This design comes from an exercise in tuning for small area, a short achievable clock period and few clock cycles on the open sky130 flow, not from production work.
The RTL was checked by simulation tests, not by an equivalence proof against the original design.
No activity file was given, so power comes from the tool's default toggle rates.

==> job 911: inputs <==
==> flow/design.v (excerpt) <==
module dwconv_top (
  input  logic                  clk,
  input  logic                  rstn,
  input  logic                  in_req,
  input  dwconv_pkg::window_t   in_data,
  output logic                  in_ack,
  output logic                  out_req,
  output dwconv_pkg::out_word_t out_data,
  input  logic                  out_ack
);
  localparam int WIN_W = 9 * 8;
  logic        capture;
  logic        load;
  logic [55:0] res;
  dwconv_ctrl u_ctrl (
    .clk     (clk),
    .rstn    (rstn),
    .in_req  (in_req),
    .out_ack (out_ack),
    .in_ack  (in_ack),
    .out_req (out_req),
    .capture (capture),
    .load    (load)
  );
  channel_mac0 u_mac0 (.clk(clk), .win(in_data[0*WIN_W +: WIN_W]), .q(res[0*7 +: 7]));
  channel_mac1 u_mac1 (.clk(clk), .win(in_data[1*WIN_W +: WIN_W]), .q(res[1*7 +: 7]));
  channel_mac2 u_mac2 (.clk(clk), .win(in_data[2*WIN_W +: WIN_W]), .q(res[2*7 +: 7]));
  channel_mac3 u_mac3 (.clk(clk), .win(in_data[3*WIN_W +: WIN_W]), .q(res[3*7 +: 7]));
  channel_mac4 u_mac4 (.clk(clk), .win(in_data[4*WIN_W +: WIN_W]), .q(res[4*7 +: 7]));
  channel_mac5 u_mac5 (.clk(clk), .win(in_data[5*WIN_W +: WIN_W]), .q(res[5*7 +: 7]));
  ...
export LEC_CHECK = 0
export ABC_AREA = 1
export CAP_MARGIN = 20
export CORE_MARGIN = 2
export CORE_UTILIZATION = 60
export CTS_CLUSTER_DIAMETER = 80
export CTS_CLUSTER_SIZE = 30
export SETUP_SLACK_MARGIN = 3.4
export SLEW_MARGIN = 20
export SYNTH_HIERARCHICAL = 1
export SYNTH_MINIMUM_KEEP_SIZE = 0
create_clock -name core_clock -period 6.0 [get_ports {clk}]
standard.sh (not shown) runs the stock make flow with config.mk's settings and CLKGATE_MAP_FILE= SYNTH_SCRIPT=/design/flow/synth_recipe.tcl, a recipe that flattens the netlist after the stock synthesis.
==> flow/flow/run.sh <==
#!/bin/bash
# Standard layout (the standard.sh, standard synthesis included), except
# that the input and output port buffers are plain sky130_fd_sc_hd__buf_1
# cells rather than the delay cell that buffer_ports picks by default.
# Every port still gets its own buffer; the resizer may still upsize them.
set -e
export BUFFER_PORTS_ARGS="-buffer_cell sky130_fd_sc_hd__buf_1"
bash standard.sh > standard.log 2>&1
==> job 8765: changes against job 911 <==
Settings changed: ABC_AREA 1 to unset, CORE_UTILIZATION 60 to 50.
==> reports/results.tsv <==
metric	value	unit
outcome	no timing/DRC/antenna violations	
Reg area	0.0146	mm²
M2 GR Usage	50.7	%
Routed WL	96.9	mm
post-route insts no fill	4864	
Hold WS	336	ps
via-per-instance ratio	4.96	
syn_area_per_cell	13.4	µm²
WP data required	6490	ps
post-CTS sizing	14	
The numbers above come from job 911.

==> reports/results.tsv <==
metric	value	unit
worst r2r path cells	6	
P_comb	13000	µW
all-layer global routing usage	23.4	%
via-per-instance ratio	4.83	
post-CTS sizing	31	
synthesized area	0.0423	mm²
synth warn	16	
Hold WS	328	ps
syn_area_per_cell	15.1	µm²
Starting Density	50.6	%
hold path cells	0	
post-route insts no fill	4645	
Routed WL	97.1	mm
WP data required	6550	ps
outcome	no timing/DRC/antenna violations	
tap cell count	1134	
seq pwr	7580	µW
The numbers above come from job 8765.

Testbench counts of job 911, summed over its fixed seeds: cycles 12,800.
Testbench counts of job 8765, summed over its fixed seeds: cycles 12,800.

==> inputs of branch quartz <==
Starting RTL as in the previous note.
==> flow/config.mk <==
export PLATFORM = sky130hd
export DESIGN_NAME = dwconv_top
export DESIGN_NICKNAME = dwconv_top
export VERILOG_FILES = /design/flow/design.v
export SDC_FILE = /design/flow/constraint.sdc
export NUM_CORES = 4
export LEC_CHECK = 0
export CAP_MARGIN = 20
export CORE_MARGIN = 2
export CORE_UTILIZATION = 60
export CTS_CLUSTER_DIAMETER = 80
export CTS_CLUSTER_SIZE = 30
export SETUP_SLACK_MARGIN = 3.6
export SLEW_MARGIN = 20
export SYNTH_HIERARCHICAL = 1
export SYNTH_MINIMUM_KEEP_SIZE = 0
==> flow/constraint.sdc <==
create_clock -name core_clock -period 6.0 [get_ports {clk}]
set_input_delay 1.2000 -clock core_clock [delete_from_list [all_inputs] [get_ports {clk}]]
set_output_delay 1.2000 -clock core_clock [all_outputs]
set_load 0.01 [all_outputs]
Scripts as last shown in full above: flow/flow/run.sh
==> branch ember: changes against branch quartz <==
Settings changed: SETUP_SLACK_MARGIN 3.6 to 3.4.
==> notes.md <==
metric                                                                      branch ember   branch quartz
Placed inst area                                                              46370 um^2      46970 um^2
Clock network contribution to total cell area                                    0.02876         0.02682
WP data required                                                                 6.46 ns         6.54 ns
CTS buffer count                                                                      38              37
FF/Latch Area                                                                 14620 um^2      14630 um^2
Count of buffers added by post-CTS timing repair for setup                             0              12
Outcome                                                 no timing/DRC/antenna violations  no timing/DRC/antenna violations
Least setup slack across all paths after layout                                 3.376 ns        3.349 ns
Met3 Use GR                                                                      0.04533         0.05406
Worst voltage drop across the vdd grid                                         0.3451 mV       0.3721 mV
Post-layout instance area                                                     48110 um^2      50390 um^2
CP arrival                                                                       3.09 ns         3.19 ns
Area overhead of the layout relative to synthesis                                 13.70%          19.08%
Number of violations reported at the end of detailed-routing iteration 0            1113            1153
Met1 capacity usage during global routing                                         0.3655          0.3446
Fraction of final layout cells with drive strength greater than 1                 0.1193          0.2839
Post-Place Worst Slack                                                          2.600 ns        2.670 ns
End point of the worst hold path                                          u_mac1.cs_n335  u_mac3.cs_n320
Power dissipated in combinational cells                                         0.0134 W        0.0149 W
Testbench counts of branch quartz, summed over its fixed seeds: cycles 12,800.
Testbench counts of branch ember, summed over its fixed seeds: cycles 12,800.

## what the ideal ports hide
No port has a modelled driver above. Below, the same layouts with a new extraction and two added sets of constraints.
Step 1, drivers: a clkbuf_16 drives clk and a buf_2 each remaining input, both assumed.
Step 2, shift: input delay + t, output delay - t, t = (earliest + latest rising clock arrival at the registers) / 2. This alone moves slack from input paths to output paths.
Three values: no drivers, after step 1, after step 2; two values: the first two.
run | t, ns | setup slack, ns | worst data-port slew with drivers (ns)
job 911 | 0.657 | 3.377 / 3.403 / 2.761 | 0.13
job 8765 | 0.653 | 3.303 / 3.303 / 2.764 | 0.15
branch quartz | 0.653 | 3.349 / 3.349 / 2.913 | 0.14
branch ember | 0.643 | 3.376 / 3.376 / 2.756 | 0.06
After both steps every run listed still meets setup and hold. For branch ember, which loses most, drivers alone change the setup slack by 0.000 ns; drivers and shift together by -0.620 ns.
